Source: an optimization exercise on an open RTL-to-GDS flow (aim: a short achievable clock period and few clock cycles per item). Production flows keep margins and buffers that such runs may drop. RTL that was checked went through simulation tests only; none was proved equivalent to the original. No functional check of the RTL was part of runs 1 and 2. The clock cells of runs 2 to 6 come from the design's own scripts or RTL, not from TritonCTS. The flow treats the clock pin as an ideal source. Dropping or thinning the clock tree relies on that and would not hold on a real chip. Power figures rest on the tool's default switching activity, not on a simulated workload.

==> design/flow/design.v <==
package pov_pkg;
   typedef struct packed {
      logic [3-1:0] blue;
      logic [3-1:0] green;
      logic [3-1:0] red;
   } pixel_t;
   typedef struct packed {
      logic [64*3*3-1:0] lower;
      logic [64*3*3-1:0] upper;
   } column_pair_t;
   typedef struct packed {
      logic blue;
      logic green;
      logic red;
   } rgb_bits_t;
   typedef logic [($clog2(3))-1:0] plane_t;       
   typedef logic [($clog2(64))-1:0]   pixel_idx_t;   
endpackage
`timescale 1ns/1ps
module column_buffer (
   input  logic                     clk_in,
   input  pov_pkg::column_pair_t    column_data,
   input  logic                     shift_n,       
   input  logic [3:0]               stage_idx,     
   input  logic [1:0]               group,         
   input  logic                     take_stage,    
   input  logic                     take_input,    
   input  logic                     input_plane1,  
   output pov_pkg::rgb_bits_t       rgb0,
   output pov_pkg::rgb_bits_t       rgb1
);
   localparam int NPIX  = 64;
   localparam int DEPTH = 2 * NPIX;
   logic [5:0][NPIX-1:0]  plane2;
   logic [5:0][NPIX-1:0]  plane1;
   logic [5:0][NPIX-1:0]  plane0;
   logic [5:0][3:0]       stage_q;
   logic [5:0][DEPTH-1:0] store_q;
   logic [5:0]       rgb_q;
   bcm_plane_select u_p2 (.column_pair(column_data), .plane(pov_pkg::plane_t'(2)), .line(plane2));
   bcm_plane_select u_p1 (.column_pair(column_data), .plane(pov_pkg::plane_t'(1)), .line(plane1));
   bcm_plane_select u_p0 (.column_pair(column_data), .plane(pov_pkg::plane_t'(0)), .line(plane0));
   always_ff @(posedge clk_in) begin
      for (int l = 0; l < 6; l++) begin
         for (int g = 0; g < 4; g++) begin
            stage_q[l][g] <= plane2[l][g*16 + stage_idx];
         end
      end
   end
   always_ff @(posedge clk_in) begin
      for (int l = 0; l < 6; l++) begin
         if (!shift_n) begin
            store_q[l] <= {plane0[l], 1'b0, plane1[l][NPIX-1:1]};
         end else begin
            store_q[l] <= {1'b0, store_q[l][DEPTH-1:1]};
         end
      end
   end
   always_ff @(posedge clk_in) begin
      for (int l = 0; l < 6; l++) begin
         if (take_stage) begin
            rgb_q[l] <= stage_q[l][group];
         end else if (take_input) begin
            rgb_q[l] <= input_plane1 ? plane1[l][0] : plane2[l][0];
         end else begin
            rgb_q[l] <= store_q[l][0];
         end
      end
   end
   assign rgb0 = {rgb_q[2], rgb_q[1], rgb_q[0]};
   assign rgb1 = {rgb_q[5], rgb_q[4], rgb_q[3]};
endmodule
`timescale 1ns/1ps
module bcm_plane_select (
   input  pov_pkg::column_pair_t         column_pair,
   input  pov_pkg::plane_t               plane,
   output logic [5:0][64-1:0] line
);
   localparam int NPIX = 64;
   localparam int NB   = 3;
   localparam int PIXW = 3 * NB;
   always_comb begin
      for (int l = 0; l < 6; l++) begin
         for (int k = 0; k < NPIX; k++) begin
            if (l < 3) begin
               line[l][k] = column_pair.upper[k*PIXW + l*NB + plane];
            end else begin
               line[l][k] = column_pair.lower[k*PIXW + (l-3)*NB + plane];
            end
         end
      end
   end
endmodule
`timescale 1ns/1ps
module bcm_period_timer (
   input  logic             clk_in,
   input  logic             rst_in,
   input  logic             period_start,    
   input  pov_pkg::plane_t  plane,           
   input  logic             last_plane,      
   output logic             led_blank,
   output logic             tlast
);
   localparam int COUNT_W = ($clog2((10 << (3 - 1)) + 1));
   typedef logic [COUNT_W-1:0] count_t;
   count_t count;       
   count_t count_next;
   logic   closing;     
   always_comb begin
      if (period_start) begin
         count_next = count_t'(10 << plane);
      end else if (count != '0) begin
         count_next = count - 1'b1;
      end else begin
         count_next = '0;
      end
   end
   always_ff @(posedge clk_in) begin
      if (rst_in) begin
         count     <= '0;
         closing   <= 1'b0;
         led_blank <= 1'b1;
         tlast     <= 1'b0;
      end else begin
         count     <= count_next;
         if (period_start) begin
            closing <= last_plane;
         end
         led_blank <= (count_next == '0);
         tlast     <= (count_next == count_t'(1)) && (period_start ? last_plane : closing);
      end
   end
endmodule
`timescale 1ns/1ps
module hub75_scan_ctrl (
   input  logic                 clk_in,
   input  logic                 rst_in,
   input  logic                 tvalid,
   output logic                 tready,
   output logic                 shift_n,       
   output logic [3:0]           stage_idx,
   output logic [1:0]           group,
   output logic                 take_stage,
   output logic                 take_input,
   output logic                 input_plane1,
   output logic                 latch_now,     
   output pov_pkg::plane_t      latch_plane,
   output logic                 latch_last,
   output logic                 led_clk,
   output logic                 led_latch
);
   localparam int NPIX  = 64;
   localparam int NB    = 3;
   logic                     run;     
   logic [($clog2(64)):0]      pos;     
   logic [1:0]               slot;    
   logic                     start;
   logic                     slot_end;
   logic                     col_end;
   logic [($clog2(64)):0]      pos_inc;
   assign slot_end = run && (pos == NPIX);             
   assign col_end  = slot_end && (slot == 2'(NB - 1));
   assign start    = tvalid && (!run || col_end);
   assign pos_inc  = pos + 1'b1;
   assign latch_now   = slot_end;
   assign latch_plane = pov_pkg::plane_t'(NB - 1) - pov_pkg::plane_t'(slot);
   assign latch_last  = (slot == 2'(NB - 1));
   assign take_stage   = run && (slot == 2'd0) && !slot_end;
   assign take_input   = !run || slot_end && (slot != 2'd1);
   assign input_plane1 = run && (slot == 2'd0);
   assign group        = pos_inc[5:4];
   always_ff @(posedge clk_in) begin
      if (rst_in) begin
         run       <= 1'b0;
         pos       <= '0;
         slot      <= '0;
         tready    <= 1'b0;
         shift_n   <= 1'b1;
         stage_idx <= 4'd1;
         led_clk   <= 1'b0;
         led_latch <= 1'b0;
      end else begin
         if (!run || col_end) begin
            run       <= start;
            pos       <= '0;
            slot      <= '0;
            stage_idx <= start ? 4'd2 : 4'd1;
            led_clk   <= start;
            led_latch <= 1'b0;
            tready    <= 1'b0;
            shift_n   <= 1'b1;
         end else begin
            if (slot_end) begin
               pos       <= '0;
               slot      <= slot + 1'b1;
               stage_idx <= 4'd1;
            end else begin
               pos       <= pos_inc;
               stage_idx <= (slot == 2'd0 && pos_inc <= 61) ? 4'(pos + 2'd3) : 4'd1;
            end
            led_clk   <= (pos != NPIX - 1);
            led_latch <= (pos == NPIX - 1);
            tready    <= (pos == NPIX - 1) && (slot == 2'd0);
            shift_n   <= !((pos == NPIX - 1) && (slot == 2'd0));
         end
      end
   end
endmodule
`timescale 1ns/1ps
module hub75_output (
   input  logic                     clk_in,
   input  logic                     rst_in,
   input  pov_pkg::column_pair_t    column_data,
   input  logic [($clog2(32))-1:0]   address_data,
   input  logic                     tvalid,
   output logic                     tready,
   output logic                     tlast,
   output pov_pkg::rgb_bits_t       rgb0,
   output pov_pkg::rgb_bits_t       rgb1,
   output logic                     led_clk,
   output logic                     led_latch,
   output logic                     led_blank,
   output logic [($clog2(32))-1:0]   hub75_address
);
   logic                   shift_n;
   logic [3:0]             stage_idx;
   logic [1:0]             group;
   logic                   take_stage;
   logic                   take_input;
   logic                   input_plane1;
   logic                   latch_now;
   pov_pkg::plane_t        latch_plane;
   logic                   latch_last;
   hub75_scan_ctrl u_ctrl (
      .clk_in       (clk_in),
      .rst_in       (rst_in),
      .tvalid       (tvalid),
      .tready       (tready),
      .shift_n      (shift_n),
      .stage_idx    (stage_idx),
      .group        (group),
      .take_stage   (take_stage),
      .take_input   (take_input),
      .input_plane1 (input_plane1),
      .latch_now    (latch_now),
      .latch_plane  (latch_plane),
      .latch_last   (latch_last),
      .led_clk      (led_clk),
      .led_latch    (led_latch)
   );
   column_buffer u_buffer (
      .clk_in       (clk_in),
      .column_data  (column_data),
      .shift_n      (shift_n),
      .stage_idx    (stage_idx),
      .group        (group),
      .take_stage   (take_stage),
      .take_input   (take_input),
      .input_plane1 (input_plane1),
      .rgb0         (rgb0),
      .rgb1         (rgb1)
   );
   bcm_period_timer u_timer (
      .clk_in       (clk_in),
      .rst_in       (rst_in),
      .period_start (latch_now),
      .plane        (latch_plane),
      .last_plane   (latch_last),
      .led_blank    (led_blank),
      .tlast        (tlast)
   );
   always_ff @(posedge clk_in) begin
      if (rst_in) begin
         hub75_address <= '0;
      end else if (!shift_n) begin
         hub75_address <= address_data;
      end
   end
endmodule
==> design/flow/flow/run.sh <==
#!/bin/bash
# Standard ORFS layout (the standard.sh) with two changes:
#  - pins placed one routing track apart instead of two, so the die can be smaller;
#  - the clock tree is built by flow/manual_cts.tcl (a two-level inverter tree, see
#    there) instead of TritonCTS; it also puts each output port's buffer and register
#    next to the port.
# Full tool output goes to standard.log; ORFS's per-step logs are under orfs/logs.
bash standard.sh 'PLACE_PINS_ARGS=-min_distance 1 -min_distance_in_tracks' "PRE_CTS_TCL=$PWD/flow/manual_cts.tcl" finish > standard.log 2>&1
==> design/flow/flow/manual_cts.tcl <==
# Two-level clock tree built by hand, in place of TritonCTS (run as the
# flow's PRE_CTS_TCL hook, so the rest of ORFS's CTS step - legalization,
# timing repair - runs as usual).
#   clk_in -> MID_N clkinv_16 (one per group of leaf inverters)
#          -> leaf clkinv_8 (one per cluster of about LEAF_SIZE flops)
#          -> flip-flop clock pins
# Two inversions, so every flop is clocked on the rising edge of clk_in, and
# every flop sees the same two cells. Clusters come from k-means on the
# placed flop positions; each cell sits at its loads' centroid.

set leaf_size 20
set mid_n 4
set move_outputs 1
set leaf_cap [expr {int($leaf_size * 1.3)}]
set buf_master_name sky130_fd_sc_hd__clkinv_16
set leaf_master_name sky130_fd_sc_hd__clkinv_8

set db [ord::get_db]
set block [ord::get_db_block]
set master [$db findMaster $buf_master_name]
set leaf_master [$db findMaster $leaf_master_name]
set clk_net [$block findNet clk_in]

proc iterm_xy {it} {
  set bb [[$it getInst] getBBox]
  return [list [expr {([$bb xMin] + [$bb xMax]) / 2.0}] [expr {([$bb yMin] + [$bb yMax]) / 2.0}]]
}

# k-means; pts is a list of {x y}; returns the cluster index of each point
proc kmeans {pts k iters} {
  set n [llength $pts]
  # seed on a grid over the bounding box
  set xs [lmap p $pts {lindex $p 0}]
  set ys [lmap p $pts {lindex $p 1}]
  set x0 [tcl::mathfunc::min {*}$xs]
  set x1 [tcl::mathfunc::max {*}$xs]
  set y0 [tcl::mathfunc::min {*}$ys]
  set y1 [tcl::mathfunc::max {*}$ys]
  set g [expr {int(ceil(sqrt($k)))}]
  set cx {}
  set cy {}
  for {set i 0} {$i < $k} {incr i} {
    set gx [expr {$i % $g}]
    set gy [expr {$i / $g}]
    set rows [expr {int(ceil(double($k) / $g))}]
    lappend cx [expr {$x0 + ($gx + 0.5) * ($x1 - $x0) / $g}]
    lappend cy [expr {$y0 + ($gy + 0.5) * ($y1 - $y0) / $rows}]
  }
  set assign [lrepeat $n 0]
  for {set it 0} {$it < $iters} {incr it} {
    set assign {}
    foreach p $pts {
      set px [lindex $p 0]
      set py [lindex $p 1]
      set best 0
      set bd 1e30
      for {set c 0} {$c < $k} {incr c} {
        set dx [expr {$px - [lindex $cx $c]}]
        set dy [expr {$py - [lindex $cy $c]}]
        set d [expr {$dx * $dx + $dy * $dy}]
        if {$d < $bd} {
          set bd $d
          set best $c
        }
      }
      lappend assign $best
    }
    set sx [lrepeat $k 0.0]
    set sy [lrepeat $k 0.0]
    set sn [lrepeat $k 0]
    foreach p $pts a $assign {
      lset sx $a [expr {[lindex $sx $a] + [lindex $p 0]}]
      lset sy $a [expr {[lindex $sy $a] + [lindex $p 1]}]
      lset sn $a [expr {[lindex $sn $a] + 1}]
    }
    for {set c 0} {$c < $k} {incr c} {
      if {[lindex $sn $c] > 0} {
        lset cx $c [expr {[lindex $sx $c] / [lindex $sn $c]}]
        lset cy $c [expr {[lindex $sy $c] / [lindex $sn $c]}]
      }
    }
  }
  return [list $assign $cx $cy]
}

proc out_iterm {inst} {
  foreach it [$inst getITerms] {
    if {[$it isOutputSignal]} { return $it }
  }
  error "no output pin on [$inst getName]"
}

proc place_at {inst x y} {
  set m [$inst getMaster]
  set w [$m getWidth]
  set h [$m getHeight]
  $inst setLocation [expr {int($x - $w / 2)}] [expr {int($y - $h / 2)}]
  $inst setPlacementStatus PLACED
}

# Output ports: put each port's buffer next to its pin and the register
# that drives the buffer next to the buffer, so the register-to-port path
# is short. The detailed placement that follows legalizes them.
if {$move_outputs} {
  set core [$block getCoreArea]
  foreach bt [$block getBTerms] {
    if {[$bt getIoType] != "OUTPUT"} { continue }
    set pbb [$bt getBBox]
    set px [expr {([$pbb xMin] + [$pbb xMax]) / 2.0}]
    set py [expr {([$pbb yMin] + [$pbb yMax]) / 2.0}]
    # inward direction from the nearest core edge
    set x [expr {max([$core xMin], min([$core xMax], $px))}]
    set y [expr {max([$core yMin], min([$core yMax], $py))}]
    set dx 0
    set dy 0
    if {$px <= [$core xMin]} { set dx 1 } elseif {$px >= [$core xMax]} { set dx -1 }
    if {$py <= [$core yMin]} { set dy 1 } elseif {$py >= [$core yMax]} { set dy -1 }
    set obuf ""
    foreach it [[$bt getNet] getITerms] {
      if {[$it isOutputSignal]} { set obuf [$it getInst] }
    }
    if {$obuf == ""} { continue }
    set freg ""
    foreach it [$obuf getITerms] {
      if {[$it isInputSignal] && [$it getNet] != "NULL"} {
        foreach it2 [[$it getNet] getITerms] {
          if {[$it2 isOutputSignal]} { set freg [$it2 getInst] }
        }
      }
    }
    set step 5000
    place_at $obuf [expr {$x + $dx * $step}] [expr {$y + $dy * $step}]
    if {$freg != "" && [[$freg getMaster] isSequential]} {
      place_at $freg [expr {$x + $dx * 3 * $step}] [expr {$y + $dy * 3 * $step}]
    }
    puts "manual CTS: port [$bt getName] buffer [$obuf getName] register [expr {$freg == {} ? {-} : [$freg getName]}]"
  }
}

# sinks: every clock pin on clk_in
set sinks {}
foreach it [$clk_net getITerms] {
  lappend sinks $it
}
set n_sinks [llength $sinks]
set n_leaf [expr {int(ceil(double($n_sinks) / $leaf_size))}]
puts "manual CTS: $n_sinks sinks, $n_leaf leaf buffers, $mid_n mid buffers"

set pts [lmap it $sinks {iterm_xy $it}]
lassign [kmeans $pts $n_leaf 30] assign lcx lcy

# split any cluster over leaf_cap in two, until none is
set changed 1
while {$changed} {
  set changed 0
  set cnt [lrepeat $n_leaf 0]
  foreach a $assign { lset cnt $a [expr {[lindex $cnt $a] + 1}] }
  for {set c 0} {$c < $n_leaf} {incr c} {
    if {[lindex $cnt $c] > $leaf_cap} {
      set idx {}
      set sub {}
      set i 0
      foreach p $pts a $assign {
        if {$a == $c} { lappend idx $i; lappend sub $p }
        incr i
      }
      lassign [kmeans $sub 2 20] sa scx scy
      lset lcx $c [lindex $scx 0]
      lset lcy $c [lindex $scy 0]
      lappend lcx [lindex $scx 1]
      lappend lcy [lindex $scy 1]
      foreach i $idx a $sa {
        if {$a == 1} { lset assign $i $n_leaf }
      }
      incr n_leaf
      set changed 1
      break
    }
  }
}
# drop empty clusters
set cnt [lrepeat $n_leaf 0]
foreach a $assign { lset cnt $a [expr {[lindex $cnt $a] + 1}] }
set remap {}
set ncx {}
set ncy {}
set k 0
for {set c 0} {$c < $n_leaf} {incr c} {
  if {[lindex $cnt $c] > 0} {
    lappend remap $k
    lappend ncx [lindex $lcx $c]
    lappend ncy [lindex $lcy $c]
    incr k
  } else {
    lappend remap -1
  }
}
set assign [lmap a $assign {lindex $remap $a}]
set lcx $ncx
set lcy $ncy
set n_leaf $k

# leaf buffers
set leaf_insts {}
for {set c 0} {$c < $n_leaf} {incr c} {
  set inst [odb::dbInst_create $block $leaf_master "clkbuf_leaf_m$c"]
  set net [odb::dbNet_create $block "clknet_leaf_m$c"]
  $net setSigType CLOCK
  [out_iterm $inst] connect $net
  place_at $inst [lindex $lcx $c] [lindex $lcy $c]
  lappend leaf_insts $inst
  set leaf_net($c) $net
  set leaf_cnt($c) 0
}
foreach it $sinks a $assign {
  $it disconnect
  $it connect $leaf_net($a)
  incr leaf_cnt($a)
}
set sizes {}
for {set c 0} {$c < $n_leaf} {incr c} { lappend sizes $leaf_cnt($c) }
puts "manual CTS: leaf cluster sizes $sizes"

# mid buffers over the leaf buffers
set lpts {}
for {set c 0} {$c < $n_leaf} {incr c} { lappend lpts [list [lindex $lcx $c] [lindex $lcy $c]] }
lassign [kmeans $lpts $mid_n 30] massign mcx mcy
for {set m 0} {$m < $mid_n} {incr m} {
  set inst [odb::dbInst_create $block $master "clkbuf_mid_m$m"]
  set net [odb::dbNet_create $block "clknet_mid_m$m"]
  $net setSigType CLOCK
  [out_iterm $inst] connect $net
  [$inst findITerm A] connect $clk_net
  place_at $inst [lindex $mcx $m] [lindex $mcy $m]
  set mid_net($m) $net
  set mid_cnt($m) 0
}
foreach inst $leaf_insts a $massign {
  [$inst findITerm A] connect $mid_net($a)
  incr mid_cnt($a)
}
set sizes {}
for {set m 0} {$m < $mid_n} {incr m} { lappend sizes $mid_cnt($m) }
puts "manual CTS: mid group sizes $sizes"

set_propagated_clock [all_clocks]

# the tree is built: the flow's own CTS call becomes a no-op
proc clock_tree_synthesis {args} {
  puts "manual CTS: clock_tree_synthesis $args skipped"
}

# the flow would next clone clock inverters onto every register; the
# tree's inverters are meant to be shared, so that step is skipped too
proc repair_clock_inverters {args} {
  puts "manual CTS: repair_clock_inverters skipped"
}
==> design/flow/standard.sh <==
#!/bin/bash
# synth_recipe.tcl (not shown) runs the flow's synth.tcl, then flattens the netlist and writes it again
# the make line also repeats each setting of config.mk as NAME=value (left out here)
make -C /OpenROAD-flow-scripts/flow DESIGN_CONFIG=/design/flow/config.mk WORK_HOME=/design/flow/orfs CLKGATE_MAP_FILE= SYNTH_SCRIPT=/design/flow/synth_recipe.tcl "${@:-finish}"
==> design/flow/config.mk <==
export PLATFORM = sky130hd
export DESIGN_NAME = hub75_output
export DESIGN_NICKNAME = hub75_output
export VERILOG_FILES = /design/flow/design.v
export SDC_FILE = /design/flow/constraint.sdc
export NUM_CORES = 4
export LEC_CHECK = 0
export CAP_MARGIN = 20
export CORE_AREA = 2 2 258 258
export DIE_AREA = 0 0 260 260
export PLACE_DENSITY = 0.8
export SETUP_SLACK_MARGIN = 3.5
export SLEW_MARGIN = 20
==> design/flow/constraint.sdc <==
create_clock -name core_clock -period 5.0 [get_ports {clk_in}]
set_input_delay 1.0000 -clock core_clock [delete_from_list [all_inputs] [get_ports {clk_in}]]
set_output_delay 1.0000 -clock core_clock [all_outputs]
set_load 0.01 [all_outputs]
==> reports/results.tsv, run 1 <==
metric	value	unit
status	stopped before the end	
Stopped at	global routing	
Error	[ERROR GRT-0116] Global routing finished with congestion. Check the congestion regions in the DRC Viewer.	
Mean Syn Cell Area	14.5	um^2
Synth Flop Type	dfxtp_1	
Die Wd	260	um
number of synthesis warnings	5	
largest area contributor in the netlist	dfxtp_1	
sequential area share after synthesis	56.1	%
Rows	93	
number of global-route vias before repair	24900	
Remaining Overflow, GRT	5	
Die Y-Extent	260	um
Mapped Cells	2037	
GP Congestion	1.08	
asr flop ratio synth	0	%
top-area cell type share of the netlist area	56.1	%
syn_nets	3208	
wire length of the first global-routing pass	157000	um
Port-buffer cells	1175	
Synth Cell Area	29600	um^2
largest net degree at the start of global routing	82	
Initial Utilization	45.9	%
GRT Overall Usage	31.8	%
top cells by area, synth	dfxtp_1 56%, mux2_2 29%, mux4_2 9.1%, clkbuf_1 1.3%, ha_1 0.46%	
Post-synth EDFFs	0	
Yosys reg bits	830	
Detailed Place HPWL	82200	um
Yosys cell types	46	
IO Count	1176	
==> worst min-delay path by stage <==
| stage | startpoint | endpoint | slack, ns | cells after the start |
|---|---|---|---|---|
| detailed placement | u_buffer.store_q[448]$_DFF_P_ | u_buffer.store_q[447]$_SDFF_PN0_ | 0.42 | 1 |
| global placement | u_buffer.store_q[448]$_DFF_P_ | u_buffer.store_q[447]$_SDFF_PN0_ | 0.41 | 1 |
| CTS | u_buffer.store_q[334]$_DFF_P_ | u_buffer.store_q[333]$_DFF_P_ | 0.42 | 1 |
| floorplan | u_buffer.store_q[192]$_DFF_P_ | u_buffer.store_q[191]$_SDFF_PN0_ | 0.41 | 1 |
==> metrics by stage <==
stage / cells / util [%] / setup slack [ns] / hold slack, ns / cell area, um^2
after floorplan: 2037 / - / 2.98 / 0.412 / 29800
after global placement: 3953 / 65.3 / 2.25 / 0.415 / 42200
after detailed placement: 3953 / 65.3 / 2.18 / 0.419 / 42200
after CTS: 4059 / 67.1 / 3.02 / 0.421 / 43300
==> cell usage after synthesis (8+ instances only) <==
cell / count
ha_1: 11
nand2_1: 20
mux2_2: 756
clkbuf_1: 103
nor2_1: 29
nor2b_1: 10
inv_1: 12
nand3_1: 11
dfxtp_1: 830
buf_2: 9
o21ai_0: 10
mux2i_1: 11
mux4_2: 120
nor3_1: 8
a21oi_1: 18
==> what timing repair did <==
action,4_1_cts
endpoints found under the setup margin,827
pin swaps,21
gates cloned,15
setup buffers,36
gates resized for setup,1422
hold buffers,0
==> layer usage <==
metal  GRT usage (%)  GRT overflow
met5            2.56             0
met4            27.4             0
met3            16.4             0
met2            48.8             5
met1            31.6             0
==> kinds of logic after synthesis <==
| logic type | Yosys count | share of synthesized area (%) |
|---|---|---|
| fa+ha+maj | 11 | 0.464 |
| simple gates | 106 | 1.79 |
| mux | 887 | 38.2 |
| buf+inv | 137 | 1.89 |
| xor+xnor | 9 | 0.266 |
| compound gates | 57 | 1.29 |
| flops | 830 | 56.1 |
==> power by group through the flow <==
stage	sequential, uW	clock [uW]	combinational, uW
floorplan	7190	0	721
global placement	7270	0	1700
detailed placement	7280	0	1760
CTS	7110	3000	1820
==> inputs of run 2 (changes only) <==
--- a/design/flow/config.mk
+++ b/design/flow/config.mk
@@ -6,8 +6,8 @@
 export NUM_CORES = 4
 export LEC_CHECK = 0
 export CAP_MARGIN = 20
-export CORE_AREA = 2 2 258 258
-export DIE_AREA = 0 0 260 260
+export CORE_AREA = 2 2 288 288
+export DIE_AREA = 0 0 290 290
 export PLACE_DENSITY = 0.8
 export SETUP_SLACK_MARGIN = 3.5
 export SLEW_MARGIN = 20
==> run 2 against run 1 <==
Now clean on timing, DRC and antenna. Synthesized cell count did not move. Area after synthesis did not move.
==> reports/results.tsv, run 2 <==
metric	value	unit	change
status	finished clean		
WHS	0.414	ns	
number of global-route vias before repair	22900		
most frequent cells in the layout	802 x dfxtp_1, 756 x clkdlybuf4s50_1, 747 x mux2_2		
CP Data Required Time	5.18	ns	
Yosys cell types	46		unchanged
Die Wd	290	um	+12%
Top reg by flops	u_buffer.store_q		
DRT Pass-1 Iters	7		
Rows	104		+12%
GP Congestion	1.01		-6.1%
Yosys reg bits	830		unchanged
CP Launch Type	register		
Max Cap Viol	0		
Leak	0.0180	uW	
FF/Latch Area	16700	um^2	
post-DR wirelength/cell	23.6	um	
drt total wl	104000	um	
asr flop ratio synth	0	%	unchanged
GRT Overall Usage	23.1	%	
# nets final	4386		
Remaining Overflow, GRT	0		
DRC	0		
Detailed Place HPWL	75700	um	-7.8%
post-route insts no fill	4399		
RSZ-0062 raised after global routing	yes		
Clock Latency Late Sink	0.30	ns	
most frequent cell after synthesis	dfxtp_1		
multi-input logic area	12900	um^2	
IO Count	1176		unchanged
Routed Antenna Nets	0		
sequential area share after synthesis	56.1	%	unchanged
die area	84100	um^2	
top flop regs	u_buffer.store_q: 768 flops, u_buffer.stage_q: 24 flops, u_ctrl.pos: 7 flops		
Die Y-Extent	290	um	+12%
CP max FO	4		
CP Class	reg2reg		
Max Transition Viols Final	0		
final hold vios	0		
Port-buffer cells	1175		unchanged
Pwr per Cell Area	268	nW/um^2	
area grow syn2layout	48.1	%	
DRT iter0 DRCs	1131		
Setup Skew	0.0682	ns	
TNS Setup	0	ns	
Final Critical Period	1.98	ns	
Final Core Density	54.3	%	
top-area cell type share of the netlist area	56.1	%	unchanged
syn_nets	3208		unchanged
max FFs per register	768		
Mapped Cells	2037		unchanged
Core ar.	80800	um^2	
Least-Margin Pin Slew	0.995	ns	
most common cell after layout, fill and taps aside	dfxtp_1		
Synth Cell Area	29600	um^2	unchanged
crit path capture type	register		
Vias/cell	4.97		
wire length of the first global-routing pass	146000	um	
Synth Flop Type	dfxtp_1		
number of synthesis warnings	5		unchanged
largest area contributor in the netlist	dfxtp_1		
Clk pin slew, worst setup/hold paths	0.11	ns	
largest net degree at the start of global routing	75		
FILL cells	6752		
Worst Hold Class	reg2reg		
Peak VDD IR	0.000385	V	
# placed instances	4159		+5.2%
Arr. time, crit path	2.16	ns	
share of cells above drive strength 1	46.2	%	
Vias	21900		
Post-synth EDFFs	0		unchanged
Final Cycle Share	39.6	%	
initial antenna violation count	141		
Initial Utilization	36.7	%	-9.2 points
number of setup violations in the final report	0		
top cells by area, synth	dfxtp_1 56%, mux2_2 29%, mux4_2 9.1%, clkbuf_1 1.3%, ha_1 0.46%		
maximum clock rate	505	MHz	
worst rel slew slack	33.7	%	
leading cell types by count after synthesis	830 x dfxtp_1, 756 x mux2_2, 120 x mux4_2		
Mean Syn Cell Area	14.5	um^2	unchanged
[run 2: worst paths after layout]
| path | from | endpoint | slack [ns] | cells after the start |
|---|---|---|---|---|
| worst min register to register | u_buffer.store_q[86]$_DFF_P_ | u_buffer.store_q[85]$_DFF_P_ | 0.41 | 1 |
| worst max-delay path | u_timer.count[1]$_SDFF_PP0_ | u_timer.tlast$_SDFF_PP0_ | 3.02 | 7 |
| worst max register to register | u_timer.count[1]$_SDFF_PP0_ | u_timer.tlast$_SDFF_PP0_ | 3.02 | 7 |
| worst min-delay path | u_buffer.store_q[86]$_DFF_P_ | u_buffer.store_q[85]$_DFF_P_ | 0.41 | 1 |
[run 2: kinds of logic (layout without fill, tap and decap cells)]
family | Yosys count | count (layout) | share of synthesized area (%)
fa+ha+maj | 11 | 11 | 0.464
flops | 830 | 830 | 56.1
mux | 887 | 887 | 38.2
simple gates | 106 | 106 | 1.79
compound gates | 57 | 57 | 1.29
other cells | 0 | 126 | 0
buf+inv | 137 | 1313 | 1.89
xor+xnor | 9 | 9 | 0.266
[run 2: stage by stage]
step                      power (uW)  cell area (um^2)  setup WS (ns)
after floorplan                 7920             29800           2.98
after global placement          8980             42500           2.17
after detailed placement        9030             42500           2.15
after CTS                      11800             43100           3.06
after global routing           12300             43800           2.94
final                          11800             43900           3.02
[run 2: final cells by class]
cell class | instances | share of cell area [%]
inverters | 62 | 2.08
repair buffers | 1251 | 26.7
well taps | 1060 | 3.02
diodes | 126 | 0.719
multi-input cells | 1070 | 29.4
flip-flops and latches | 830 | 38.0
[run 2: critical path: stages (launching register included)]
cell,delay [ns]
dfxtp_1,0.41
inv_1,0.09
ha_1,0.24
xnor2_1,0.23
nand2_1,0.13
nor3_1,0.26
nand2_1,0.15
nor4b_4,0.36
[run 2: where the power goes]
part / switching (uW) / leakage (uW) / internal, uW
sequential: 135 / 0.00689 / 6980
combinational: 529 / 0.0108 / 1300
clock: 2420 / 0.000363 / 416
total: 3080 / 0.0180 / 8690
[run 2: per-layer routing]
metal / wire (um) / GRT usage (%) / vias up
met2: 46900 / 35.2 / 1274
met4: 9680 / 20.5 / 30
met3: 10200 / 10.2 / 462
met5: 173 / 1.13 / -
li1: - / - / 9790
met1: 36700 / 24.0 / 10300
[run 2: what timing repair did]
action,in CTS,in global routing
endpoints found under the hold margin,0,0
setup buffers,37,11
endpoints found under the setup margin,845,200
pin swaps,22,11
hold buffers,0,0
cloned,8,8
resized for setup,1465,61
==> inputs of run 3 (changes only) <==
--- a/design/flow/design.v
+++ b/design/flow/design.v
@@ -21,8 +21,8 @@
    input  logic                     clk_in,
    input  pov_pkg::column_pair_t    column_data,
    input  logic                     shift_n,       
-   input  logic [3:0]               stage_idx,     
-   input  logic [1:0]               group,         
+   input  logic [7:0]               stage_sel,     
+   input  logic [7:0]               group_sel,     
    input  logic                     take_stage,    
    input  logic                     take_input,    
    input  logic                     input_plane1,  
@@ -34,18 +34,28 @@
    logic [5:0][NPIX-1:0]  plane2;
    logic [5:0][NPIX-1:0]  plane1;
    logic [5:0][NPIX-1:0]  plane0;
-   logic [5:0][3:0]       stage_q;
+   logic [5:0][7:0]       stage_q;
+   logic [5:0][7:0]       stage_d;
+   logic [5:0]            staged;
    logic [5:0][DEPTH-1:0] store_q;
    logic [5:0]       rgb_q;
    bcm_plane_select u_p2 (.column_pair(column_data), .plane(pov_pkg::plane_t'(2)), .line(plane2));
    bcm_plane_select u_p1 (.column_pair(column_data), .plane(pov_pkg::plane_t'(1)), .line(plane1));
    bcm_plane_select u_p0 (.column_pair(column_data), .plane(pov_pkg::plane_t'(0)), .line(plane0));
-   always_ff @(posedge clk_in) begin
-      for (int l = 0; l < 6; l++) begin
-         for (int g = 0; g < 4; g++) begin
-            stage_q[l][g] <= plane2[l][g*16 + stage_idx];
-         end
-      end
+   always_comb begin
+      stage_d = '0;
+      staged  = '0;
+      for (int l = 0; l < 6; l++) begin
+         for (int g = 0; g < 8; g++) begin
+            for (int k = 0; k < 8; k++) begin
+               stage_d[l][g] = stage_d[l][g] | (stage_sel[k] & plane2[l][g*8 + k]);
+            end
+            staged[l] = staged[l] | (group_sel[g] & stage_q[l][g]);
+         end
+      end
+   end
+   always_ff @(posedge clk_in) begin
+      stage_q <= stage_d;
    end
    always_ff @(posedge clk_in) begin
       for (int l = 0; l < 6; l++) begin
@@ -59,7 +69,7 @@
    always_ff @(posedge clk_in) begin
       for (int l = 0; l < 6; l++) begin
          if (take_stage) begin
-            rgb_q[l] <= stage_q[l][group];
+            rgb_q[l] <= staged[l];
          end else if (take_input) begin
             rgb_q[l] <= input_plane1 ? plane1[l][0] : plane2[l][0];
          end else begin
@@ -126,8 +136,8 @@
          if (period_start) begin
             closing <= last_plane;
          end
-         led_blank <= (count_next == '0);
-         tlast     <= (count_next == count_t'(1)) && (period_start ? last_plane : closing);
+         led_blank <= !period_start && (count <= count_t'(1));
+         tlast     <= !period_start && (count == count_t'(2)) && closing;
       end
    end
 endmodule
@@ -138,8 +148,8 @@
    input  logic                 tvalid,
    output logic                 tready,
    output logic                 shift_n,       
-   output logic [3:0]           stage_idx,
-   output logic [1:0]           group,
+   output logic [7:0]           stage_sel,
+   output logic [7:0]           group_sel,
    output logic                 take_stage,
    output logic                 take_input,
    output logic                 input_plane1,
@@ -158,17 +168,15 @@
    logic                     slot_end;
    logic                     col_end;
    logic [($clog2(64)):0]      pos_inc;
+   logic [($clog2(64)):0]      pos_inc2;
    assign slot_end = run && (pos == NPIX);             
    assign col_end  = slot_end && (slot == 2'(NB - 1));
    assign start    = tvalid && (!run || col_end);
    assign pos_inc  = pos + 1'b1;
+   assign pos_inc2 = pos + 2'd2;
    assign latch_now   = slot_end;
    assign latch_plane = pov_pkg::plane_t'(NB - 1) - pov_pkg::plane_t'(slot);
    assign latch_last  = (slot == 2'(NB - 1));
-   assign take_stage   = run && (slot == 2'd0) && !slot_end;
-   assign take_input   = !run || slot_end && (slot != 2'd1);
-   assign input_plane1 = run && (slot == 2'd0);
-   assign group        = pos_inc[5:4];
    always_ff @(posedge clk_in) begin
       if (rst_in) begin
          run       <= 1'b0;
@@ -176,7 +184,11 @@
          slot      <= '0;
          tready    <= 1'b0;
          shift_n   <= 1'b1;
-         stage_idx <= 4'd1;
+         stage_sel    <= 8'b0000_0010;
+         group_sel    <= 8'b0000_0001;
+         take_stage   <= 1'b0;
+         take_input   <= 1'b1;
+         input_plane1 <= 1'b0;
          led_clk   <= 1'b0;
          led_latch <= 1'b0;
       end else begin
@@ -184,7 +196,11 @@
             run       <= start;
             pos       <= '0;
             slot      <= '0;
-            stage_idx <= start ? 4'd2 : 4'd1;
+            stage_sel    <= start ? 8'b0000_0100 : 8'b0000_0010;
+            group_sel    <= 8'b0000_0001;
+            take_stage   <= start;
+            take_input   <= !start;
+            input_plane1 <= start;
             led_clk   <= start;
             led_latch <= 1'b0;
             tready    <= 1'b0;
@@ -193,11 +209,15 @@
             if (slot_end) begin
                pos       <= '0;
                slot      <= slot + 1'b1;
-               stage_idx <= 4'd1;
             end else begin
                pos       <= pos_inc;
-               stage_idx <= (slot == 2'd0 && pos_inc <= 61) ? 4'(pos + 2'd3) : 4'd1;
             end
+            stage_sel    <= (slot == 2'd0 && pos <= 60) ? {stage_sel[6:0], stage_sel[7]}
+                                                        : 8'b0000_0010;
+            group_sel    <= 8'(1) << pos_inc2[5:3];
+            take_stage   <= (slot == 2'd0) && (pos <= NPIX - 2);
+            take_input   <= (pos == NPIX - 1) && (slot != 2'd1);
+            input_plane1 <= (slot == 2'd0) && !slot_end;
             led_clk   <= (pos != NPIX - 1);
             led_latch <= (pos == NPIX - 1);
             tready    <= (pos == NPIX - 1) && (slot == 2'd0);
@@ -223,8 +243,8 @@
    output logic [($clog2(32))-1:0]   hub75_address
 );
    logic                   shift_n;
-   logic [3:0]             stage_idx;
-   logic [1:0]             group;
+   logic [7:0]             stage_sel;
+   logic [7:0]             group_sel;
    logic                   take_stage;
    logic                   take_input;
    logic                   input_plane1;
@@ -237,8 +257,8 @@
       .tvalid       (tvalid),
       .tready       (tready),
       .shift_n      (shift_n),
-      .stage_idx    (stage_idx),
-      .group        (group),
+      .stage_sel    (stage_sel),
+      .group_sel    (group_sel),
       .take_stage   (take_stage),
       .take_input   (take_input),
       .input_plane1 (input_plane1),
@@ -252,8 +272,8 @@
       .clk_in       (clk_in),
       .column_data  (column_data),
       .shift_n      (shift_n),
-      .stage_idx    (stage_idx),
-      .group        (group),
+      .stage_sel    (stage_sel),
+      .group_sel    (group_sel),
       .take_stage   (take_stage),
       .take_input   (take_input),
       .input_plane1 (input_plane1),
--- a/design/flow/config.mk
+++ b/design/flow/config.mk
@@ -6,8 +6,8 @@
 export NUM_CORES = 4
 export LEC_CHECK = 0
 export CAP_MARGIN = 20
-export CORE_AREA = 2 2 288 288
-export DIE_AREA = 0 0 290 290
+export CORE_AREA = 2 2 273 273
+export DIE_AREA = 0 0 275 275
 export PLACE_DENSITY = 0.8
 export SETUP_SLACK_MARGIN = 3.5
 export SLEW_MARGIN = 20
==> run 3 against run 2 <==
Register-to-register slack improved by 0.26 ns. Design area rose by 2.0%. Worst setup slack better by 0.19 ns. Global-route usage increased by 2.1 points. Flip-flop and latch count rose by 39. Sequential share of layout area increased by 1.0 points. Synthesized cell count grew 8.7%. Area after synthesis is essentially flat. Still clean on timing, DRC and antenna. Via count is 5.5% higher. Power shrank 0.61%. Critical endpoint is now hub75_address[1].
==> reports/results.tsv, run 3 <==
metric	value	unit	change
DRT Pass-1 Iters	6		-1
Detailed Place HPWL	74400	um	-1.7%
Core ar.	72800	um^2	-9.9%
crit path capture type	primary output		
Compound-Gate Fraction of Synth Area	6.08	%	+4.8 points
maximum clock rate	560	MHz	+11%
Yosys reg bits	869		+4.7%
CP Class	reg2out		
mux cell area share after synthesis	29.1	%	-9.1 points
initial antenna violation count	149		+5.7%
post-DR wirelength/cell	23.2	um	-1.5%
top flop regs	u_buffer.store_q: 768 flops, u_buffer.stage_q: 48 flops		
Yosys cell types	45		-2.2%
Leak	0.0186	uW	+3.4%
largest area contributor in the netlist	dfxtp_1		
most frequent cells in the layout	837 x dfxtp_1, 742 x clkdlybuf4s50_1, 724 x mux2_2		
final instance area	44700	um^2	+2.0%
DRT iter0 DRCs	1558		+38%
Clk pin slew, worst setup/hold paths	0.10	ns	about the same
die area	75600	um^2	-10%
TNS Setup	0	ns	unchanged
wire length of the first global-routing pass	143000	um	-1.9%
Top reg by flops	u_buffer.store_q		
CP Data Required Time	4.00	ns	-1.18 ns
# placed instances	4230		+1.7%
Worst Hold Class	reg2reg		
Max Transition Viols Final	0		unchanged
Peak VDD IR	0.000361	V	-6.2%
Least-Margin Pin Slew	0.805	ns	-0.190 ns
most common cell after layout, fill and taps aside	dfxtp_1		
Pwr per Cell Area	261	nW/um^2	-2.5%
hold buffers post-CTS	0		unchanged
number of setup violations in the final report	0		unchanged
status	finished clean		
Port-buffer cells	1175		unchanged
DRC	0		unchanged
top cells by area, synth	dfxtp_1 59%, mux2_2 29%, a22oi_1 5.5%, nand4_1 1.2%, buf_2 0.93%		
Max Cap Viol	0		unchanged
GRT Overall Usage	25.2	%	+2.1 points
number of global-route vias before repair	23000		+0.32%
DP Worst Slack	2.47	ns	+0.320 ns
xor and xnor area share after synthesis	0.266	%	about the same
Synth Flop Type	dfxtp_1		
Crit path buffers/inverters	1		unchanged
sequential area share after synthesis	58.7	%	+2.6 points
Initial Utilization	40.7	%	+4.0 points
Die Y-Extent	275	um	-5.2%
Post-synth EDFFs	0		unchanged
syn_nets	3386		+5.5%
FILL cells	5859		-13%
CP Launch Type	register		
Simple-Gate Fraction of Synth Area	3.21	%	+1.4 points
fin worst setup slack	3.22	ns	+0.194 ns
RSZ-0062 raised after global routing	yes		
Vias/cell	5.18		+4.3%
Vias	23100		+5.5%
Worst path max stage delay	0.36	ns	-0.05 ns
final hold vios	0		unchanged
IO Count	1176		unchanged
CP top delay family	flip-flops		
max FFs per register	768		unchanged
largest net degree at the start of global routing	77		+2.7%
WHS	0.409	ns	-0.00488 ns
GP Congestion	1.01		-0.25%
asr flop ratio synth	0	%	unchanged
Synth Cell Area	29600	um^2	about the same
Synth Area in Adders	0.507	%	+0.042 points
Mean Syn Cell Area	13.4	um^2	-8.0%
CP max FO	2		-2
post-route insts no fill	4449		+1.1%
Final Critical Period	1.78	ns	-0.194 ns
worst rel slew slack	46.3	%	+13 points
most frequent cell after synthesis	dfxtp_1		
Mapped Cells	2214		+8.7%
drt total wl	103000	um	-0.34%
Die Wd	275	um	-5.2%
Final Cycle Share	35.7	%	-3.9 points
area grow syn2layout	51.0	%	
Clock Latency Late Sink	0.34	ns	+0.04 ns
placed cell area	42200	um^2	-0.56%
top-area cell type share of the netlist area	58.7	%	+2.6 points
# nets final	4546		+3.6%
share of cells above drive strength 1	31.7	%	-14 points
cell-by-cell trace of the critical path	buf_6		
leading cell types by count after synthesis	869 x dfxtp_1, 756 x mux2_2, 216 x a22oi_1		
Setup Skew	0.0887	ns	+0.0204 ns
number of synthesis warnings	5		unchanged
Arr. time, crit path	0.78	ns	-1.38 ns
largest family of logic cells by synthesized area	multiplexers		
Rows	99		-4.8%
Routed Antenna Nets	0		unchanged
Remaining Overflow, GRT	0		unchanged
CP max-delay cell	dfxtp_2		
## run 3: where the power goes
part	internal, uW	leakage (uW)	switching (uW)
combinational	997	0.0110	372
clock	449	0.000398	2550
sequential	7200	0.00722	136
## run 3: area by class of cell
class	count	area (um^2)	area share, %
antenna	118	295	0.660
inverter	62	976	2.18
timing repair buffer	1239	12400	27.7
sequential	869	17500	39.0
tap	959	1200	2.68
multi-input combinational	1202	12400	27.7
## run 3: path summary, 6_finish.rpt
path,startpoint,to,slack [ns],cells past startpoint
max reg2reg,u_ctrl.pos[5]$_SDFF_PP0_,u_ctrl.pos[3]$_SDFF_PP0_,3.28,4
min,u_buffer.store_q[511]$_SDFF_PP0_,u_buffer.store_q[510]$_DFF_P_,0.41,1
min reg2reg,u_buffer.store_q[511]$_SDFF_PP0_,u_buffer.store_q[510]$_DFF_P_,0.41,1
max,hub75_address[1]$_SDFFE_PP0N_,hub75_address[1],3.22,1
## run 3: what timing repair did
item                                    CTS  global route
resized for setup                       622           172
gates cloned                              8             4
endpoints found under the setup margin  854           236
setup buffers                            25             9
pin swaps                               210            82
hold endpoints to repair                  0             0
## run 3: cell families (layout without fill, tap and decap cells)
| group | after synthesis | after routing |
|---|---|---|
| buffers and inverters | 144 | 1301 |
| adder cells (fa/ha/maj) | 12 | 12 |
| flip-flops | 869 | 869 |
| other | 0 | 118 |
| multiplexers | 768 | 768 |
| AO/OA/AOI/OAI | 247 | 247 |
| AND/OR/NAND/NOR | 165 | 166 |
| XOR/XNOR | 9 | 9 |
## run 3: per-layer routing
layer  part of all wire (%)  vias to the layer above  track usage (%)
li1                       -                    10500                -
met1                     35                    10700             26.4
met2                     44                     1352             38.4
met3                     14                      504             14.9
met4                    6.9                       76             16.2
met5                   0.50                        -            0.752
## run 3: stage by stage
stage | util, % | power, uW
2_1_floorplan | - | 7790
3_3_place_gp | 58.0 | 8820
3_5_place_dp | 58.0 | 8850
4_1_cts | 60.0 | 11800
5_1_grt | 61.3 | 12200
6_report | 61.4 | 11700
Testbench counts of run 3, summed over its fixed seeds: cycles 62,488, items 320.
==> inputs of run 4 (changes only) <==
--- a/design/flow/flow/manual_cts.tcl
+++ b/design/flow/flow/manual_cts.tcl
@@ -8,7 +8,7 @@
 # every flop sees the same two cells. Clusters come from k-means on the
 # placed flop positions; each cell sits at its loads' centroid.
 
-set leaf_size 20
+set leaf_size 26
 set mid_n 4
 set move_outputs 1
 set leaf_cap [expr {int($leaf_size * 1.3)}]
--- a/design/flow/config.mk
+++ b/design/flow/config.mk
@@ -6,8 +6,8 @@
 export NUM_CORES = 4
 export LEC_CHECK = 0
 export CAP_MARGIN = 20
-export CORE_AREA = 2 2 273 273
-export DIE_AREA = 0 0 275 275
+export CORE_AREA = 2 2 288 288
+export DIE_AREA = 0 0 290 290
 export PLACE_DENSITY = 0.8
 export SETUP_SLACK_MARGIN = 3.5
 export SLEW_MARGIN = 20
==> run 4 against run 3 <==
Still clean on timing, DRC and antenna. Core utilization down 6.3 points. Critical path depth unchanged. First-iteration DRC count decreased by 25%. Power fell by 2.2%. Maximum frequency rose by 2.3%. Critical endpoint is now hub75_address[2]. Largest cell class unchanged.
==> reports/results.tsv, run 4 <==
metric	value	unit	change
Metal-1 WL	36200	um	+0.42%
Yosys reg bits	869		unchanged
CP max FO	2		unchanged
DRT iter0 DRCs	1176		-25%
cell count of the worst reg-to-reg path	3		-1
Remaining Overflow, GRT	0		unchanged
GRT Overall Usage	23.0	%	-2.2 points
Routed Antenna Nets	0		unchanged
Tot Pwr	11400	uW	-2.2%
# nets final	4533		-0.29%
most frequent cells in the layout	835 x dfxtp_1, 717 x mux2_2, 685 x clkdlybuf4s50_1		
drt total wl	104000	um	+0.62%
maximum clock rate	573	MHz	+2.3%
number of global-route vias before repair	23500		+2.3%
cell-by-cell trace of the critical path	buf_6		
most common cell after layout, fill and taps aside	dfxtp_1		
largest area contributor in the netlist	dfxtp_1		
Core ar.	80800	um^2	+11%
final hold vios	0		unchanged
Least-Margin Pin Slew	0.809	ns	+0.00411 ns
syn_nets	3386		unchanged
Peak VDD IR	0.000314	V	-13%
Clk pin slew, worst setup/hold paths	0.12	ns	+0.02 ns
area grow syn2layout	50.3	%	
Flop pwr share	64.0	%	+1.3 points
worst hold start	u_buffer.store_q[245]$_DFF_P_		
largest net degree at the start of global routing	78		+1.3%
die area	84100	um^2	+11%
DRC	0		unchanged
number of setup violations in the final report	0		unchanged
hold endpoint	u_buffer.store_q[244]$_DFF_P_		
Initial Utilization	36.7	%	-4.0 points
Final Cycle Share	34.9	%	-0.81 points
Crit Reg-Reg Startpoint	u_ctrl.pos[2]$_SDFF_PP0_		
clock network power share	23.9	%	-1.7 points
crit path capture type	primary output		
Logic pwr share	12.1	%	+0.4 points
share of cells above drive strength 1	31.3	%	-0.35 points
Crit path buffers/inverters	1		unchanged
CP Data Required Time	4.00	ns	about the same
Met3 Wirelength	12600	um	-10%
asr flop ratio synth	0	%	unchanged
# placed instances	4328		+2.3%
WL met2	46200	um	+1.2%
Setup Skew	0.0805	ns	-0.00817 ns
Int Pwr	8560	uW	-0.95%
wire length of the first global-routing pass	147000	um	+2.7%
Mean Syn Cell Area	13.4	um^2	unchanged
Detailed Place HPWL	77100	um	+3.6%
Die Y-Extent	290	um	+5.5%
GP Congestion	0.936		-7.3%
Final Critical Period	1.74	ns	-0.0406 ns
R2R Path End	u_ctrl.pos[1]$_SDFF_PP0_		
CP top delay family	flip-flops		
switch share	25.2	%	-0.91 points
top cells by area, synth	dfxtp_1 59%, mux2_2 29%, a22oi_1 5.5%, nand4_1 1.2%, buf_2 0.93%		
r2r setup slk	3.28	ns	about the same
Clock Latency Late Sink	0.31	ns	-0.03 ns
Top reg by flops	u_buffer.store_q		
initial antenna violation count	149		unchanged
CP Launch Type	register		
Max Cap Viol	0		unchanged
TNS Setup	0	ns	unchanged
leading cell types by count after synthesis	869 x dfxtp_1, 756 x mux2_2, 216 x a22oi_1		
number of synthesis warnings	5		unchanged
DRT Pass-1 Iters	7		+1
Worst path max stage delay	0.37	ns	about the same
Mapped Cells	2214		unchanged
FILL cells	6816		+16%
Max Transition Viols Final	0		unchanged
Top Layer Used	met5		
max FFs per register	768		unchanged
Die Wd	290	um	+5.5%
WHS	0.370	ns	-0.0389 ns
FF/Latch Area	17500	um^2	about the same
multi-input logic area	12400	um^2	-0.14%
Synth Cell Area	29600	um^2	unchanged
Sw Pwr	2880	uW	-5.6%
RSZ-0062 raised after global routing	yes		
Arr. time, crit path	0.74	ns	-0.04 ns
Worst Hold Class	reg2reg		
Synth Flop Type	dfxtp_1		
CP max-delay cell	dfxtp_2		
Vias/cell	5.08		-2.1%
top flop regs	u_buffer.store_q: 768 flops, u_buffer.stage_q: 48 flops		
Yosys cell types	45		unchanged
worst rel slew slack	46.1	%	-0.27 points
hold depth	1		unchanged
Vias	23000		-0.11%
sequential area share after synthesis	58.7	%	unchanged
top-area cell type share of the netlist area	58.7	%	unchanged
status	finished clean		
Leak	0.0185	uW	-0.79%
post-route insts no fill	4539		+2.0%
post-DR wirelength/cell	22.9	um	-1.4%
Pwr per Cell Area	257	nW/um^2	-1.7%
most frequent cell after synthesis	dfxtp_1		
Rows	104		+5.1%
CP Class	reg2out		
Port-buffer cells	1175		unchanged
Post-synth EDFFs	0		unchanged
IO Count	1176		unchanged
run 4: worst max-delay path by stage:
stage | startpoint | to | depth (start not counted)
finish | hub75_address[2]$_SDFFE_PP0N_ | hub75_address[2] | 1
global route | hub75_address[2]$_SDFFE_PP0N_ | hub75_address[2] | 1
CTS | hub75_address[0]$_SDFFE_PP0N_ | hub75_address[0] | 1
detailed placement | rst_in | u_ctrl.stage_sel[5]$_SDFF_PP0_ | 6
global placement | rst_in | u_ctrl.stage_sel[4]$_SDFF_PP0_ | 6
floorplan | u_ctrl.pos[2]$_SDFF_PP0_ | u_ctrl.pos[1]$_SDFF_PP0_ | 5
run 4: logic make-up after synthesis:
family	after synthesis	synth area share [%]
flops	869	58.7
fa+ha+maj	12	0.507
simple gates	165	3.21
xor+xnor	9	0.266
compound gates	247	6.08
mux	768	29.1
buf+inv	144	2.08
run 4: layout make-up:
type | count | share of cell area (%)
sequential | 869 | 39.2
timing repair buffer | 1238 | 27.6
antenna | 120 | 0.675
inverter | 50 | 1.75
tap | 1060 | 2.98
multi-input combinational | 1202 | 27.8
run 4: stage by stage:
stage	area [um^2]	worst slack [ns]	utilization, %
floorplan	29700	3.28	-
global placement	42300	2.56	52.4
detailed placement	42300	2.51	52.4
CTS	43600	3.27	54.0
global route	44500	3.23	55.0
finish	44500	3.26	55.1
run 4: power groups by stage:
stage               sequential [uW]  combinational, uW  clock, uW
finish                         7330               1390       2730
global route                   7350               1480       3100
CTS                            7320               1350       2860
global placement               7460               1380          0
floorplan                      7410                373          0
detailed placement             7470               1400          0
run 4: per-layer routing:
layer  vias up  GRT usage, %
met4        66          17.7
met3       438          12.5
met5         -             0
met2      1406          35.9
met1     10700          22.9
li1      10400             -
run 4: timing repair:
| action | CTS | global route |
|---|---|---|
| resized for setup | 739 | 143 |
| cloned | 7 | 4 |
| setup endpoints to repair | 844 | 210 |
| setup buffers | 26 | 11 |
| hold buffers | 0 | 0 |
| pin swaps | 249 | 50 |
run 4: worst register-to-register path: cells and delay by family, from the launching register on:
| kind | cells | cell delay, ns |
|---|---|---|
| AND/OR/NAND/NOR | 3 | 1.23 |
| flip-flops | 1 | 0.35 |
==> inputs of run 5 (changes only) <==
--- a/design/flow/flow/manual_cts.tcl
+++ b/design/flow/flow/manual_cts.tcl
@@ -8,7 +8,7 @@
 # every flop sees the same two cells. Clusters come from k-means on the
 # placed flop positions; each cell sits at its loads' centroid.
 
-set leaf_size 26
+set leaf_size 14
 set mid_n 4
 set move_outputs 1
 set leaf_cap [expr {int($leaf_size * 1.3)}]
==> run 5 against run 4 <==
Flip-flop and latch count did not move. Hold slack improved by 0.022 ns. Sequential share of layout area fell by 0.45 points. Still clean on timing, DRC and antenna. Global-route usage barely moved. Critical endpoint is now hub75_address[0]. Synthesized cell count did not move. Register-to-register slack improved by 0.02 ns. Critical path depth did not move. Highest routed layer unchanged. Clock power rose by 31%. Critical path type unchanged.
==> reports/results.tsv, run 5 <==
metric	value	unit	change
most common cell after layout, fill and taps aside	clkdlybuf4s50_1		
Met3 Wirelength	12800	um	+2.0%
R2R Path End	u_ctrl.pos[6]$_SDFF_PP0_		
Remaining Overflow, GRT	0		unchanged
syn_nets	3386		unchanged
most frequent cells in the layout	846 x clkdlybuf4s50_1, 836 x dfxtp_1, 756 x mux2_2		
IO Count	1176		unchanged
Mapped Cells	2214		unchanged
CP max-delay cell	dfxtp_2		
Metal-1 WL	35400	um	-2.2%
clock network power share	29.0	%	+5.1 points
Pwr per Cell Area	274	nW/um^2	+6.5%
Routed Antenna Nets	0		unchanged
Synth Flop Type	dfxtp_1		
Peak VDD IR	0.000531	V	+69%
CP Data Required Time	4.00	ns	about the same
Leak	0.0183	uW	-1.3%
FF/Latch Area	17500	um^2	about the same
Die Y-Extent	290	um	unchanged
CP max FO	2		unchanged
Core ar.	80800	um^2	unchanged
Vias/cell	5.11		+0.72%
crit path capture type	primary output		
Final Core Density	55.7	%	+0.64 points
die area	84100	um^2	unchanged
Port-buffer cells	1175		unchanged
share of cells above drive strength 1	31.6	%	+0.30 points
area grow syn2layout	52.0	%	
Crit path buffers/inverters	1		unchanged
DRT iter0 DRCs	1166		-0.85%
asr flop ratio synth	0	%	unchanged
Worst path max stage delay	0.34	ns	-0.03 ns
RSZ-0062 raised after global routing	yes		
Worst Hold Class	reg2reg		
mux cell area share after synthesis	29.1	%	unchanged
Vias	23300		+1.3%
multi-input logic area	12200	um^2	-1.3%
Top reg by flops	u_buffer.store_q		
WP depth	1		unchanged
largest area contributor in the netlist	dfxtp_1		
sequential area share after synthesis	58.7	%	unchanged
maximum clock rate	533	MHz	-7.0%
top flop regs	u_buffer.store_q: 768 flops, u_buffer.stage_q: 48 flops		
Yosys cell types	45		unchanged
GRT Overall Usage	23.0	%	about the same
final instance area	45000	um^2	+1.2%
Final Critical Period	1.88	ns	+0.132 ns
Crit Reg-Reg Startpoint	u_ctrl.pos[5]$_SDFF_PP0_		
largest family of logic cells by synthesized area	multiplexers		
number of synthesis warnings	5		unchanged
xor and xnor area share after synthesis	0.266	%	unchanged
Least-Margin Pin Slew	0.801	ns	-0.00799 ns
largest net degree at the start of global routing	91		+17%
# nets final	4574		+0.90%
Clk pin slew, worst setup/hold paths	0.10	ns	-0.02 ns
GP Congestion	0.936		unchanged
Die Wd	290	um	unchanged
Initial Utilization	36.7	%	unchanged
Int Pwr	8850	uW	+3.5%
top-area cell type share of the netlist area	58.7	%	unchanged
TNS Setup	0	ns	unchanged
final hold vios	0		unchanged
status	finished clean		
initial antenna violation count	136		-8.7%
Detailed Place HPWL	77100	um	unchanged
DRT Pass-1 Iters	8		+1
Yosys reg bits	869		unchanged
Arr. time, crit path	0.88	ns	+0.14 ns
r2r setup slk	3.30	ns	+0.02 ns
Synth Area in Adders	0.507	%	unchanged
Setup crit start	hub75_address[0]$_SDFFE_PP0N_		
Compound-Gate Fraction of Synth Area	6.08	%	unchanged
WL met2	46700	um	+1.1%
CP Class	reg2out		
Synth Cell Area	29600	um^2	unchanged
cell count of the worst reg-to-reg path	4		+1
CP top delay family	flip-flops		
cell-by-cell trace of the critical path	buf_6		
switch share	28.2	%	+3.0 points
max FFs per register	768		unchanged
Clock Latency Late Sink	0.44	ns	+0.13 ns
Final Cycle Share	37.5	%	+2.6 points
Top Layer Used	met5		
leading cell types by count after synthesis	869 x dfxtp_1, 756 x mux2_2, 216 x a22oi_1		
DRC	0		unchanged
worst rel slew slack	46.6	%	+0.53 points
Simple-Gate Fraction of Synth Area	3.21	%	unchanged
wire length of the first global-routing pass	147000	um	about the same
Sw Pwr	3470	uW	+20%
post-DR wirelength/cell	22.7	um	-0.76%
top cells by area, synth	dfxtp_1 59%, mux2_2 29%, a22oi_1 5.5%, nand4_1 1.2%, buf_2 0.93%		
Mean Syn Cell Area	13.4	um^2	unchanged
Rows	104		unchanged
drt total wl	104000	um	-0.21%
CP endpoint	hub75_address[0]		
Post-synth EDFFs	0		unchanged
number of global-route vias before repair	23900		+1.7%
placed cell area	42300	um^2	unchanged
Logic pwr share	11.6	%	-0.5 points
Max Cap Viol	0		unchanged
Setup Skew	0.156	ns	+0.0753 ns
Flop pwr share	59.4	%	-4.6 points
most frequent cell after synthesis	dfxtp_1		
Max Transition Viols Final	0		unchanged
number of setup violations in the final report	0		unchanged
CP Launch Type	register		
FILL cells	6736		-1.2%
## run 5: cell counts after synthesis
Identical to the previous run, type by type.
## run 5: cell type report
cell class                      instances  area share [%]
Tap cell                             1060            2.95
Timing Repair Buffer                 1241            27.4
Antenna cell                          104           0.578
Inverter                               88            3.12
Multi-Input combinational cell       1202            27.1
Sequential cell                       869            38.8
## run 5: stage by stage
stage                     power [uW]  setup slack [ns]  cells  hold slack [ns]
after floorplan                 7790              3.28   2214            0.412
after global placement          8840              2.56   4328            0.414
after detailed placement        8870              2.51   4328            0.418
after CTS                      12400              3.11   4448            0.377
after global routing           12900              3.09   4544            0.392
final                          12300              3.12   4564            0.392
## run 5: power groups by stage
stage                     registers, uW  logic, uW  clock network (uW)
after floorplan                    7410        373                   0
after global placement             7460       1380                   0
after detailed placement           7470       1400                   0
after CTS                          7320       1370                3730
after global routing               7340       1520                4000
final                              7320       1430                3580
## run 5: worst min path at each step
| stage | slack [ns] | depth (start not counted) | endpoint | from |
|---|---|---|---|---|
| final | 0.39 | 1 | u_buffer.store_q[249]$_DFF_P_ | u_buffer.store_q[250]$_DFF_P_ |
| after global placement | 0.41 | 1 | u_buffer.store_q[63]$_SDFF_PN0_ | u_buffer.store_q[64]$_DFF_P_ |
| after CTS | 0.38 | 1 | u_buffer.store_q[727]$_DFF_P_ | u_buffer.store_q[728]$_DFF_P_ |
| after floorplan | 0.41 | 1 | u_buffer.store_q[191]$_SDFF_PN0_ | u_buffer.store_q[192]$_DFF_P_ |
| after global routing | 0.39 | 1 | u_buffer.store_q[727]$_DFF_P_ | u_buffer.store_q[728]$_DFF_P_ |
| after detailed placement | 0.42 | 1 | u_buffer.store_q[575]$_SDFF_PN0_ | u_buffer.store_q[576]$_DFF_P_ |
## run 5: layer usage
layer	GRT usage, %	vias to the layer above
met4	17.5	66
met2	36.1	1481
met5	0	-
met1	22.6	10800
li1	-	10500
met3	12.8	484
## run 5: kinds of logic after synthesis
| family | Yosys count |
|---|---|
| compound gates | 247 |
| fa+ha+maj | 12 |
| xor+xnor | 9 |
| simple gates | 165 |
| flops | 869 |
| buf+inv | 144 |
| mux | 768 |
## run 5: what timing repair did
action,in CTS,in global routing
hold buffers,0,0
resized for setup,533,90
setup buffers,33,10
endpoints found under the setup margin,838,107
gates cloned,6,2
endpoints found under the hold margin,0,0
pin swaps,206,58
==> inputs of run 6 (changes only) <==
--- a/design/flow/flow/manual_cts.tcl
+++ b/design/flow/flow/manual_cts.tcl
@@ -8,7 +8,7 @@
 # every flop sees the same two cells. Clusters come from k-means on the
 # placed flop positions; each cell sits at its loads' centroid.
 
-set leaf_size 14
+set leaf_size 20
 set mid_n 4
 set move_outputs 1
 set leaf_cap [expr {int($leaf_size * 1.3)}]
==> run 6 against run 5 <==
Largest cell class unchanged. Worst setup slack better by 0.085 ns. Clock skew is 0.044 ns lower. Synthesized cell count stayed put. Via count is 0.56% lower. Global-route usage is 0.056 points lower. Routed wire length is 0.66% higher. Cell count is 0.39% lower.
==> reports/results.tsv, run 6 <==
metric	value	unit	change
Top reg by flops	u_buffer.store_q		
Least-Margin Pin Slew	0.816	ns	+0.0151 ns
final instance area	45000	um^2	about the same
GP Congestion	0.936		unchanged
status	finished clean		
most frequent cells in the layout	835 x dfxtp_1, 791 x clkdlybuf4s50_1, 741 x mux2_2		
DRT iter0 DRCs	1222		+4.8%
Die Wd	290	um	unchanged
area grow syn2layout	51.9	%	about the same
Vias/cell	5.10		-0.16%
Final Cycle Share	35.8	%	-1.7 points
Flop pwr share	62.2	%	+2.8 points
largest area contributor in the netlist	dfxtp_1		
initial antenna violation count	139		+2.2%
clock network power share	25.5	%	-3.5 points
Mapped Cells	2214		unchanged
drt total wl	105000	um	+0.66%
maximum clock rate	558	MHz	+4.7%
Worst path max stage delay	0.37	ns	+0.03 ns
number of setup violations in the final report	0		unchanged
Max Cap Viol	0		unchanged
RSZ-0062 raised after global routing	yes		
sequential area share after synthesis	58.7	%	unchanged
crit path capture type	primary output		
Worst Hold Class	reg2reg		
CP top delay family	flip-flops		
Clock Latency Late Sink	0.38	ns	-0.06 ns
Synth Cell Area	29600	um^2	unchanged
GRT Overall Usage	22.9	%	-0.056 points
CP max FO	2		unchanged
Remaining Overflow, GRT	0		unchanged
Final Critical Period	1.79	ns	-0.0850 ns
Tot Pwr	11800	uW	-4.4%
Pwr per Cell Area	262	nW/um^2	-4.3%
placed cell area	42300	um^2	unchanged
cell-by-cell trace of the critical path	buf_6		
Max Transition Viols Final	0		unchanged
Setup Skew	0.112	ns	-0.0440 ns
Final Core Density	55.7	%	about the same
syn_nets	3386		unchanged
Port-buffer cells	1175		unchanged
# nets final	4555		-0.42%
Clk pin slew, worst setup/hold paths	0.10	ns	about the same
top-area cell type share of the netlist area	58.7	%	unchanged
Peak VDD IR	0.000361	V	-32%
number of global-route vias before repair	23600		-1.4%
Arr. time, crit path	0.79	ns	-0.09 ns
Mean Syn Cell Area	13.4	um^2	unchanged
Rows	104		unchanged
CP Launch Type	register		
Yosys cell types	45		unchanged
Synth Flop Type	dfxtp_1		
worst rel slew slack	45.6	%	-1.0 points
Int Pwr	8680	uW	-2.0%
IO Count	1176		unchanged
largest net degree at the start of global routing	91		unchanged
Yosys reg bits	869		unchanged
Initial Utilization	36.7	%	unchanged
share of cells above drive strength 1	32.1	%	+0.47 points
wire length of the first global-routing pass	147000	um	-0.27%
number of synthesis warnings	5		unchanged
Vias	23200		-0.56%
Routed Antenna Nets	0		unchanged
final hold vios	0		unchanged
CP Data Required Time	4.00	ns	about the same
Post-synth EDFFs	0		unchanged
most common cell after layout, fill and taps aside	dfxtp_1		
top flop regs	u_buffer.store_q: 768 flops, u_buffer.stage_q: 48 flops		
Detailed Place HPWL	77100	um	unchanged
CP max-delay cell	dfxtp_2		
CP Class	reg2out		
asr flop ratio synth	0	%	unchanged
DRT Pass-1 Iters	9		+1
max FFs per register	768		unchanged
switch share	26.3	%	-1.8 points
TNS Setup	0	ns	unchanged
Sw Pwr	3100	uW	-11%
Crit path buffers/inverters	1		unchanged
post-DR wirelength/cell	23.0	um	+1.1%
die area	84100	um^2	unchanged
Die Y-Extent	290	um	unchanged
hold buffers post-CTS	0		unchanged
top cells by area, synth	dfxtp_1 59%, mux2_2 29%, a22oi_1 5.5%, nand4_1 1.2%, buf_2 0.93%		
DRC	0		unchanged
leading cell types by count after synthesis	869 x dfxtp_1, 756 x mux2_2, 216 x a22oi_1		
Leak	0.0186	uW	+1.8%
Core ar.	80800	um^2	unchanged
most frequent cell after synthesis	dfxtp_1		
Logic pwr share	12.4	%	+0.8 points
-- run 6: final cells by class --
| type | instances | area [um^2] |
|---|---|---|
| diodes | 105 | 263 |
| fillers | 6701 | 35800 |
| inverters | 62 | 983 |
| multi-input cells | 1202 | 12400 |
| flip-flops and latches | 869 | 17500 |
| well taps | 1060 | 1330 |
| repair buffers | 1248 | 12500 |
-- run 6: per-layer routing --
layer  vias to the layer above  routed length (um)  track usage (%)
met3                       471               12400             12.4
li1                      10400                   -                -
met1                     10800               36500             23.0
met5                         -                 407                0
met2                      1450               46900             36.1
met4                        72                8300             16.7
-- run 6: logic make-up after synthesis --
family | after synthesis | synth area share (%)
AO/OA/AOI/OAI | 247 | 6.08
flip-flops | 869 | 58.7
adder cells (fa/ha/maj) | 12 | 0.507
multiplexers | 768 | 29.1
XOR/XNOR | 9 | 0.266
buffers and inverters | 144 | 2.08
AND/OR/NAND/NOR | 165 | 3.21
-- run 6: worst reg2reg max path: stages, from the launching register on --
cell	delay [ns]
dfxtp_4	0.35
or4b_4	0.62
or3b_4	0.45
nand2_4	0.13
nor2_1	0.06
-- run 6: power groups by stage --
stage / logic (uW) / registers [uW] / clock network [uW]
after CTS: 1380 / 7320 / 3120
after floorplan: 373 / 7410 / 0
after detailed placement: 1400 / 7470 / 0
after global routing: 1540 / 7350 / 3390
after global placement: 1380 / 7460 / 0
final: 1460 / 7320 / 3000
-- run 6: stage by stage --
stage / instances / hold WS [ns] / setup slack (ns)
global route: 4522 / 0.377 / 3.17
finish: 4546 / 0.378 / 3.21
detailed placement: 4328 / 0.418 / 2.51
CTS: 4423 / 0.365 / 3.21
global placement: 4328 / 0.414 / 2.56
floorplan: 2214 / 0.412 / 3.28
-- run 6: path summary, 6_finish.rpt --
kind	slack, ns	start	depth (start not counted)	to
setup / recovery	3.21	hub75_address[2]$_SDFFE_PP0N_	1	hub75_address[2]
hold / removal	0.38	u_buffer.store_q[425]$_DFF_P_	1	u_buffer.store_q[424]$_DFF_P_
setup reg to reg	3.29	u_ctrl.pos[2]$_SDFF_PP0_	4	u_ctrl.pos[6]$_SDFF_PP0_
hold reg to reg	0.38	u_buffer.store_q[425]$_DFF_P_	1	u_buffer.store_q[424]$_DFF_P_
-- run 6: what timing repair did --
action                     4_1_cts  5_1_grt
pin swaps                      209       84
hold endpoints to repair         0        0
setup endpoints to repair      840      240
cloned                           6        2
setup buffers                   34       16
gates resized for setup        561      167

-- re-timing with driven ports --
The flow's constraints put no driver on any port. The routed layouts listed below were extracted and timed again, unchanged, in two steps.
Step 1, drivers: a clkbuf_16 drives clk_in and a buf_2 each remaining input, both assumed.
Step 2 adds t to the input delays and takes it off the output delays; t is the mean of the earliest and latest rising clock arrival at the registers after step 1. Input paths then give back, and output paths get back, about the clock's delay inside the block.
Three values: ideal ports, drivers, drivers and shift; two values: the first two.
run | shift t [ns] | slack for setup (ns) | slew at the worst register clock pin (ns)
run 2 | 0.545 | 3.021 / 2.930 / 2.686 | 0.11 / 0.11
run 3 | 0.585 | 3.215 / 2.945 / 2.819 | 0.12 / 0.12
run 4 | 0.535 | 3.256 / 2.996 / 2.951 | 0.12 / 0.13
run 5 | 0.613 | 3.124 / 2.860 / 2.978 | 0.11 / 0.11
run 6 | 0.586 | 3.209 / 2.940 / 2.968 | 0.12 / 0.12
After both steps setup and hold are still met in every run listed. The setup slack of run 3, which loses most, moves by -0.270 ns with the drivers and by -0.396 ns with both steps.
